This is an optimization exercise on Yosys and OpenROAD, whose aim is small area, a short achievable clock period and few clock cycles per item, not a production implementation. Only simulation tests tie the RTL to the original design; equivalence was not proved. Power and IR drop assume default switching activity.

// mac_array_acc
module mac_array_acc #(
  parameter int DATA_WIDTH = 8,
  parameter int ACC_WIDTH  = 32,
  parameter int LANES      = 4,
  parameter int LEN_W      = 16
) (
  input  logic                        clk,
  input  logic                        rst_n,
  input  logic                        start,
  input  logic [LEN_W-1:0]            vec_len,
  input  logic [LANES*ACC_WIDTH-1:0]  bias,
  input  logic                        sat_en,
  input  logic                        in_valid,
  output logic                        in_ready,
  input  logic [LANES*DATA_WIDTH-1:0] operand_a,
  input  logic [LANES*DATA_WIDTH-1:0] operand_b,
  output logic                        out_valid,
  input  logic                        out_ready,
  output logic [LANES*ACC_WIDTH-1:0]  out_data,
  output logic [LANES-1:0]            overflow,
  output logic                        busy
);
Settings: LEC_CHECK=0, ABC_AREA=1, CAP_MARGIN=20, CORE_MARGIN=2, CORE_UTILIZATION=55, SETUP_SLACK_MARGIN=2.4, SLEW_MARGIN=20; clock period 5.5 ns.
standard.sh (not shown) runs the stock make flow with config.mk's settings and CLKGATE_MAP_FILE= SYNTH_SCRIPT=/design/flow/synth_recipe.tcl, a recipe that flattens the netlist after the stock synthesis.
==> flow/flow/run.sh <==
#!/bin/bash
# The standard layout, with the smallest plain buffer on every port in
# place of the default port buffer cell, and a clock tree without dummy
# loads and with larger sink clusters.
set -euo pipefail
bash standard.sh \
  'BUFFER_PORTS_ARGS=-buffer_cell sky130_fd_sc_hd__buf_1' \
  'CTS_ARGS=-sink_clustering_enable -repair_clock_nets -dont_use_dummy_load -sink_clustering_size 20 -sink_clustering_max_diameter 60' \
  finish > standard.log 2>&1
Testbench counts at the start, summed over its fixed seeds: cycles 5,840, jobs 320.
==> next run, changes <==
--- a/flow/flow/run.sh
+++ b/flow/flow/run.sh
@@ -8 +8 @@
-  'CTS_ARGS=-sink_clustering_enable -repair_clock_nets -dont_use_dummy_load -sink_clustering_size 20 -sink_clustering_max_diameter 60' \
+  'CTS_ARGS=-sink_clustering_enable -repair_clock_nets -dont_use_dummy_load -sink_clustering_size 30 -sink_clustering_max_diameter 80' \
Settings changed: ABC_AREA 1 to 0.
Result: Hold slack gets worse by 16 ps; core utilization shrinks by 1.0 points; power shrinks by 1.7%; critical path depth shrinks by 8; cell count grows by 5.2%; first-iteration DRC count grows by 67%; routed wire length grows by 22%; clock-buffer cell count shrinks by 6.
==> next run, changes <==
Settings changed: ABC_AREA 0 to 1, CORE_UTILIZATION 55 to 50.
=> The changed run completed without violations; setup slack gets better by 190 ps; worst hold slack improves by 69 ps; clock power decreases by roughly a tenth; sequential power stays flat; synthesized cell count shrinks by a little under a tenth; final cell count went down by a few percent; die area fell by a few percent; design area falls by roughly a tenth; non-clock buffer count went down by 53.
==> next run, changes <==
Settings changed: CORE_UTILIZATION 50 to 55.
Effect:
- setup slack gets better by 20 ps
- power went down slightly
- global-route usage rises by 1.6 points
- first-iteration DRC count came out lower by a few percent

Another version of the RTL of mac_array_acc (not shown whole).
For scale: about 220 flip-flops, ~19,000 µm² of cells after synthesis.
Settings: LEC_CHECK=0, ABC_AREA=1, CAP_MARGIN=20, CORE_MARGIN=2, CORE_UTILIZATION=55, SETUP_SLACK_MARGIN=1.0, SLEW_MARGIN=20; clock period 5.5 ns.
==> flow/flow/run.sh <==
#!/bin/bash
# The standard layout, with the smallest plain buffer on every port in
# place of the default port buffer cell, and a clock tree without dummy
# loads and with larger sink clusters.
set -euo pipefail
bash standard.sh \
  'BUFFER_PORTS_ARGS=-buffer_cell sky130_fd_sc_hd__buf_1' \
  'CTS_ARGS=-sink_clustering_enable -repair_clock_nets -dont_use_dummy_load -sink_clustering_size 30 -sink_clustering_max_diameter 80' \
  finish > standard.log 2>&1
Testbench counts at the start, summed over its fixed seeds: cycles 5,520, jobs 320.
Rerun with:
- ABC_AREA: 1 -> 0
- CORE_UTILIZATION: 55 -> 40
- SETUP_SLACK_MARGIN: 1.0 -> 0.8
Design area is higher by about 10%.
Setup slack loses 0.17 ns.
Worst hold slack gains 0.017 ns.
Core utilization is lower by 18 points.
Power is lower by 11%.
Rerun with:
- ABC_AREA: 0 -> 1
- CORE_UTILIZATION: 40 -> 55
- SETUP_SLACK_MARGIN: 0.8 -> 1.1
What happened: The new run went through all stages and came out clean; routed wire length came out lower by 14%; worst setup slack gets better by 0.28 ns; via count drops by 6.7%; synthesized area drops by 9.8%; power rises by 15%; sequential share of layout area climbs by 1.5 points.

## v51
mac_array_acc with an RTL version that a note above also has.
Size in the first run: ~2,500 cells after synthesis, roughly 350 I/O pins.
==> flow/config.mk <==
export PLATFORM = sky130hd
export DESIGN_NAME = mac_array_acc
export DESIGN_NICKNAME = mac_array_acc
export VERILOG_FILES = /design/flow/design.v
export SDC_FILE = /design/flow/constraint.sdc
export NUM_CORES = 4
export LEC_CHECK = 0
export ABC_AREA = 1
export CAP_MARGIN = 20
export CORE_MARGIN = 2
export CORE_UTILIZATION = 55
export SETUP_SLACK_MARGIN = 2.6
export SLEW_MARGIN = 20
==> flow/constraint.sdc <==
create_clock -name core_clock -period 5.5 [get_ports {clk}]
set_input_delay 1.1000 -clock core_clock [delete_from_list [all_inputs] [get_ports {clk}]]
set_output_delay 1.1000 -clock core_clock [all_outputs]
set_load 0.01 [all_outputs]
Scripts as last shown in full above: flow/flow/run.sh
Testbench counts of v51, summed over its fixed seeds: cycles 5,840, jobs 320.
Input changes introduced in v25 (baseline for comparison: v51):
Settings: swapping 2.6 for 2.2 in SETUP_SLACK_MARGIN.
## What came out
Diff v25 and v51: worst reg2reg path depth lower in v51
Compared with v51, in v25 clock buffer count from CTS +1, area of all sequential standard cells -0.43%, sequential fraction of design power +4.0 points, critical path depth -2, highest clock rate -3.1%.
Against v51, v25 reports a count of TritonRoute iterations in the first routing pass that is lower.
v25 against v51; total number of vias is down by a few percent.
g_lane[0].r_ra[8] as the timing endpoint of the critical path was reported by v25, and g_lane[0].r_acc[5] by v51.
Compared with v51, v25 improves routed wire length.
Compare v25 and v51 | number of fillers in the final layout higher: v25
v25 — number of buffers inserted by post-CTS setup repair 50 lower, v51 as reference
A critical path class of register to register is what v51 shows, while input pin to register belongs to v25.
Setup changes, v25 to v29
Settings: SETUP_SLACK_MARGIN: 2.2 -> 2.4; CORE_UTILIZATION: 55 -> 62.
Results
v29 went all the way through synthesis, placement and routing and the layout is clean on timing, DRC and antenna.
On final wirelength, v29 and v25 are neck and neck.
In the final design statistics, v29 uses fewer standard cells in total than v25.
Summary: total non-filler cell area in the finished layout, v29 worse than v25
Diff v29..v25 | count of nets after finishing | negligible
Looking at combinational power, v29 sits above v25.
Diff v29 and v25: global-route wire length before repair higher in v25
Setup changes, v29 to v13
Settings: CORE_UTILIZATION changed from 62 to 55; SETUP_SLACK_MARGIN changed from 2.4 to 2.5.
--- outcome ---
- Of v13 and v29, the run reporting the lower part of the cycle the worst path needs was v13.
- The count of clock-buffer cells in the layout in v13 sits 4 above the value recorded for v29.
- Summary: with v29 as the reference, placed standard-cell area in v13 moved up by a few percent.
- Sort v13 and v29 by detailed route wirelength on metal3, descending, and v29 comes first.
- Chip width (v13 over v29): increase, about 6%
- The highest achievable clock rate number comes out higher for v13 vs v29.
- Routed wire in v13 totals more than in v29.
- Maximum fanout encountered on the critical timing path (v13 over v29): increase, 2
- v13 against v29: via count dropped 0.81%; minimum setup slack in the final design went up by 0.022 ns.
The inputs of v38 differ from those of v13 as listed below.
Settings: SETUP_SLACK_MARGIN: 2.5 -> 2.4; CAP_MARGIN: 20 -> 5; SLEW_MARGIN: 20 -> 5.
==> comparison <==
- Category of the most critical setup path: input pin to register -> v38, register to register -> v13
- Sequential power of v13 is on par with v38.
- Taking v13 as the reference, in v38 vias after detailed routing moved down, worst hold slack saw a decrease, total clock buffers created by CTS saw a decrease.

Setup of run A:
mac_array_acc with an RTL version that a note above also has.
Size: about 2,800 cells after synthesis, ~350 I/O pins, about 19,000 sq um of cells after synthesis.
==> flow/design.v (excerpt) <==
module mac_array_acc #(
  parameter int DATA_WIDTH = 8,
  parameter int ACC_WIDTH  = 32,
  parameter int LANES      = 4,
  parameter int LEN_W      = 16
) (
  input  logic                        clk,
  input  logic                        rst_n,
  input  logic                        start,
  input  logic [LEN_W-1:0]            vec_len,
  input  logic [LANES*ACC_WIDTH-1:0]  bias,
  input  logic                        sat_en,
  input  logic                        in_valid,
  output logic                        in_ready,
  input  logic [LANES*DATA_WIDTH-1:0] operand_a,
  input  logic [LANES*DATA_WIDTH-1:0] operand_b,
  output logic                        out_valid,
  input  logic                        out_ready,
  output logic [LANES*ACC_WIDTH-1:0]  out_data,
  output logic [LANES-1:0]            overflow,
  output logic                        busy
);
==> flow/config.mk <==
export PLATFORM = sky130hd
export DESIGN_NAME = mac_array_acc
export DESIGN_NICKNAME = mac_array_acc
export VERILOG_FILES = /design/flow/design.v
export SDC_FILE = /design/flow/constraint.sdc
export NUM_CORES = 4
export LEC_CHECK = 0
export ABC_AREA = 1
export CAP_MARGIN = 20
export CORE_MARGIN = 2
export CORE_UTILIZATION = 55
export SETUP_SLACK_MARGIN = 0.8
export SLEW_MARGIN = 20
==> flow/constraint.sdc <==
create_clock -name core_clock -period 5.5 [get_ports {clk}]
set_input_delay 1.1000 -clock core_clock [delete_from_list [all_inputs] [get_ports {clk}]]
set_output_delay 1.1000 -clock core_clock [all_outputs]
set_load 0.01 [all_outputs]
Scripts as last shown in full above: flow/flow/run.sh
Run A went all the way through synthesis, placement and routing and the layout is clean on timing, DRC and antenna.
Testbench counts of run A, summed over its fixed seeds: cycles 5,520, jobs 320.
The inputs of run B differ from those of run A as listed below.
- swapping 0.8 for 1.15 in SETUP_SLACK_MARGIN
- swapping 55 for 40 in CORE_UTILIZATION
Notes after the runs:
- Cell with the biggest individual delay on the critical path: fa_2 -> run B, xor2_1 -> run A
- Between run B and run A, the clock-buffer cell count is higher for run B.
- Measured against run A, the maximum frequency of run B comes out at 1.05 times the reference value.
- Diff run A -> run B: buffer count excluding the clock tree in the final layout increased by 58 relative to the old numbers, total standard cell area after synthesis closely matched the old numbers, insertion delay to the later sink of the worst-skew pair closely matched the old numbers, global-route usage decreased by 6.5 points relative to the old numbers.
Input-level comparison between run C and run B:
- changing SETUP_SLACK_MARGIN from 1.15 to 1.0
- changing CORE_UTILIZATION from 40 to 55
- setting ABC_CLOCK_PERIOD_IN_PS to 3500 for the first time
--- outcome ---
- The flow did not stop early for run C: all stages ran, and the layout cleared the timing, DRC and antenna checks.
- Global-route usage is lower on run B
- Summary of run C over run B: fraction of final layout cells with drive strength greater than 1 shrank by 6.7 points; fraction of standard cell area in multi-input logic rose by 0.77 points.
- [compare] base=run B new=run C: number of global-route vias before repair dropped about 2.4%; critical path depth dropped 3; cell count now smaller; number of multi-input logic gates roughly the same.
- Summary: hold slack, run C better than run B
- Going from run B to run C, power drawn by the clock network shrinks by 17%.
- The register share of the cell area of run C exceeds that of run B by 1.5 points.
Inputs modified between run C and run D:
- CORE_UTILIZATION: 55 -> 40
- ABC_CLOCK_PERIOD_IN_PS: 3500 -> unset
Results
Run D: layout overhead on the synthesized area is 1.6 points higher than what run C reported.
Summary of run D over run C: combinational group share of total power lost 0.4 points, level count of the clock H-tree ~0 delta, power per unit of standard cell area rose by 1.2%, count of buffers not belonging to the clock network in the layout neither gained nor lost much.

## tundra
Starting RTL as in the previous note.
Settings: LEC_CHECK=0, ABC_AREA=1, CAP_MARGIN=20, CORE_MARGIN=2, CORE_UTILIZATION=65, SETUP_SLACK_MARGIN=1.0, SLEW_MARGIN=20; clock period 5.5 ns.
Scripts as last shown in full above: flow/flow/run.sh
tundra finished all stages; the layout is clean.
Testbench counts of tundra, summed over its fixed seeds: cycles 5,520, jobs 320.
Here is what was changed in the inputs of violet compared with tundra.
--- a/flow/config.mk
+++ b/flow/config.mk
@@ -9,5 +9,5 @@
 export CAP_MARGIN = 20
 export CORE_MARGIN = 2
-export CORE_UTILIZATION = 65
-export SETUP_SLACK_MARGIN = 1.0
+export CORE_UTILIZATION = 40
+export SETUP_SLACK_MARGIN = 0.8
 export SLEW_MARGIN = 20
Per the comparison of violet with tundra, cell count moved up; routability congestion estimate has decreased; final antenna-violating net count has remained practically unchanged; total area of multi-input combinational cells decreased by 160 um^2 relative to the old numbers.
[inputs] fjord vs violet
--- a/flow/config.mk
+++ b/flow/config.mk
@@ -9,5 +9,5 @@
 export CAP_MARGIN = 20
 export CORE_MARGIN = 2
-export CORE_UTILIZATION = 40
-export SETUP_SLACK_MARGIN = 0.8
+export CORE_UTILIZATION = 55
+export SETUP_SLACK_MARGIN = 1.2
 export SLEW_MARGIN = 20
==> comparison <==
- Number of cells on the critical path (higher): fjord
- Compared with violet, fjord shows a share of the cycle needed by the critical path after routing that is 5.3 points lower.
- Die boundary height delta for fjord relative to violet: about 14% lower
#### Input delta (cedar over fjord)
--- a/flow/config.mk
+++ b/flow/config.mk
@@ -10,4 +10,4 @@
 export CORE_MARGIN = 2
 export CORE_UTILIZATION = 55
-export SETUP_SLACK_MARGIN = 1.2
+export SETUP_SLACK_MARGIN = 0.9
 export SLEW_MARGIN = 20
cedar finished all stages; the layout is clean. Going from fjord to cedar, summed area of non-filler cells in the final layout -0.0014 mm^2; detailed route wirelength on metal2 lower; hold slack picked up an extra 0.068 ns. Compared with fjord, in cedar global router's overall resource usage decreased by 0.70 points relative to the old numbers, synthesis-to-finish area growth decreased by 7.2 points relative to the old numbers. Diff fjord and cedar: number of cells in the finished layout apart from fillers lower in cedar.
[inputs] onyx vs cedar
==> flow/flow/run.sh <==
#!/bin/bash
# The standard layout, with the smallest plain buffer on every port in
# place of the default port buffer cell, a clock tree without dummy loads
# and with larger sink clusters, and gates on paths with ample slack sized
# down after global routing.
set -euo pipefail
bash standard.sh \
  'BUFFER_PORTS_ARGS=-buffer_cell sky130_fd_sc_hd__buf_1' \
  'CTS_ARGS=-sink_clustering_enable -repair_clock_nets -dont_use_dummy_load -sink_clustering_size 30 -sink_clustering_max_diameter 80' \
  'RECOVER_POWER=40' \
  finish > standard.log 2>&1
--- a/flow/config.mk
+++ b/flow/config.mk
@@ -10,4 +10,4 @@
 export CORE_MARGIN = 2
 export CORE_UTILIZATION = 55
-export SETUP_SLACK_MARGIN = 0.9
+export SETUP_SLACK_MARGIN = 1.0
 export SLEW_MARGIN = 20
Findings:
- Finished, but not clean: onyx, with max-capacitance violations, max-slew violations.
- | sequential power | onyx vs cedar | about 1% higher |
- Core utilization: onyx higher than cedar
- Changes observed in onyx relative to cedar: number of buffer and inverter stages on the critical path rose by 2, final cell count stayed essentially flat, number of clock-tree buffers in the layout fell by 1, clock tree cell share of total cell area stayed essentially flat, worst setup slack after layout fell by 0.0049 ns.
- Against cedar as the reference, onyx delivers a higher wire length.

mac_array_acc, a different RTL version from the one above (not shown whole).
For scale: about 2,500 cells after synthesis, about 350 I/O pins.
// mac_array_acc
module mac_array_acc #(
  parameter int DATA_WIDTH = 8,
  parameter int ACC_WIDTH  = 32,
  parameter int LANES      = 4,
  parameter int LEN_W      = 16
) (
  input  logic                        clk,
  input  logic                        rst_n,
  input  logic                        start,
  input  logic [LEN_W-1:0]            vec_len,
  input  logic [LANES*ACC_WIDTH-1:0]  bias,
  input  logic                        sat_en,
  input  logic                        in_valid,
  output logic                        in_ready,
  input  logic [LANES*DATA_WIDTH-1:0] operand_a,
  input  logic [LANES*DATA_WIDTH-1:0] operand_b,
  output logic                        out_valid,
  input  logic                        out_ready,
  output logic [LANES*ACC_WIDTH-1:0]  out_data,
  output logic [LANES-1:0]            overflow,
  output logic                        busy
);
export LEC_CHECK = 0
export ABC_AREA = 1
export CAP_MARGIN = 20
export CORE_MARGIN = 2
export CORE_UTILIZATION = 55
export SETUP_SLACK_MARGIN = 1.6
export SLEW_MARGIN = 20
create_clock -name core_clock -period 5.5 [get_ports {clk}]
==> flow/flow/run.sh <==
#!/bin/bash
# The standard layout, with the smallest plain buffer on every port in
# place of the default port buffer cell, and a clock tree without dummy
# loads and with larger sink clusters.
set -euo pipefail
bash standard.sh \
  'BUFFER_PORTS_ARGS=-buffer_cell sky130_fd_sc_hd__buf_1' \
  'CTS_ARGS=-sink_clustering_enable -repair_clock_nets -dont_use_dummy_load -sink_clustering_size 30 -sink_clustering_max_diameter 80' \
  finish > standard.log 2>&1
Testbench counts at the start, summed over its fixed seeds: cycles 5,840, jobs 320.
Edit:
- SETUP_SLACK_MARGIN: 1.6 -> 3.2
After rerunning: Power is higher by well over a third. Sequential share of layout area drops by 6.2 points. Utilization goes up by 20 points. Count of clock-buffer cells in the layout is higher by 1. Register-to-register slack improved by 0.46 ns.

## port drivers added, routing unchanged
The flow's constraints put no driver on any port. The routed layouts listed below were extracted and timed again, unchanged, in two steps. Step 1 sets driving cells, clkbuf_16 on the clock port and buf_2 on the other inputs (assumed; they add their load-dependent delay and slew). Step 2 adds t to the input delays and takes it off the output delays; t is the mean of the earliest and latest rising clock arrival at the registers after step 1. Input paths then give back, and output paths get back, about the clock's delay inside the block. Slacks: no drivers / after step 1 / after step 2; pairs: no drivers / after step 1.
run	t (ns)	slack for setup (ns)	hold slack, ns	latest minus earliest clock arrival (ns)
the first run of note 1	0.589	2.425 / 2.425 / 1.940	0.327 / 0.297 / 0.478	0.051 / 0.052
the second run of note 1	0.590	2.279 / 2.279 / 1.930	0.311 / 0.281 / 0.486	0.091 / 0.091
the third run of note 1	0.552	2.469 / 2.469 / 1.955	0.381 / 0.344 / 0.491	0.059 / 0.060
the fourth run of note 1	0.540	2.489 / 2.510 / 1.982	0.380 / 0.349 / 0.484	0.055 / 0.055
the first run of note 2	0.533	1.133 / 1.086 / 0.686	0.360 / 0.344 / 0.561	0.065 / 0.065
the second run of note 2	0.544	0.966 / 0.913 / 0.435	0.377 / 0.356 / 0.460	0.060 / 0.060
the third run of note 2	0.548	1.247 / 1.190 / 0.749	0.365 / 0.336 / 0.536	0.067 / 0.067
v51	0.565	2.439 / 2.439 / 2.139	0.375 / 0.345 / 0.479	0.048 / 0.047
v25	0.557	2.342 / 2.339 / 1.781	0.370 / 0.393 / 0.491	0.043 / 0.043
v29	0.533	2.450 / 2.450 / 1.999	0.415 / 0.392 / 0.498	0.071 / 0.072
v13	0.569	2.471 / 2.471 / 1.997	0.396 / 0.423 / 0.483	0.065 / 0.064
v38	0.540	2.489 / 2.510 / 1.982	0.380 / 0.349 / 0.484	0.055 / 0.055
run A	0.564	0.998 / 0.946 / 0.572	0.338 / 0.310 / 0.545	0.064 / 0.064
run B	0.581	1.215 / 1.158 / 0.777	0.344 / 0.311 / 0.551	0.048 / 0.048
run C	0.533	1.133 / 1.086 / 0.686	0.360 / 0.344 / 0.561	0.065 / 0.065
run D	0.572	1.167 / 1.129 / 0.610	0.314 / 0.303 / 0.541	0.074 / 0.075
tundra	0.538	1.086 / 1.033 / 0.735	0.372 / 0.345 / 0.553	0.068 / 0.068
violet	0.562	0.899 / 0.849 / 0.507	0.379 / 0.367 / 0.551	0.051 / 0.051
fjord	0.557	1.191 / 1.139 / 0.815	0.339 / 0.311 / 0.550	0.053 / 0.053
cedar	0.542	1.010 / 0.953 / 0.627	0.407 / 0.374 / 0.543	0.039 / 0.039
onyx	0.533	1.005 / 1.029 / 0.496	0.359 / 0.344 / 0.563	0.065 / 0.065
the first run of note 6	0.544	1.963 / 1.963 / 1.625	0.391 / 0.362 / 0.478	0.046 / 0.046
the second run of note 6	0.568	2.424 / 2.424 / 2.066	0.346 / 0.313 / 0.478	0.057 / 0.057
The setup slack of v25, which loses most, moves by -0.003 ns with the drivers and by -0.561 ns with both steps.
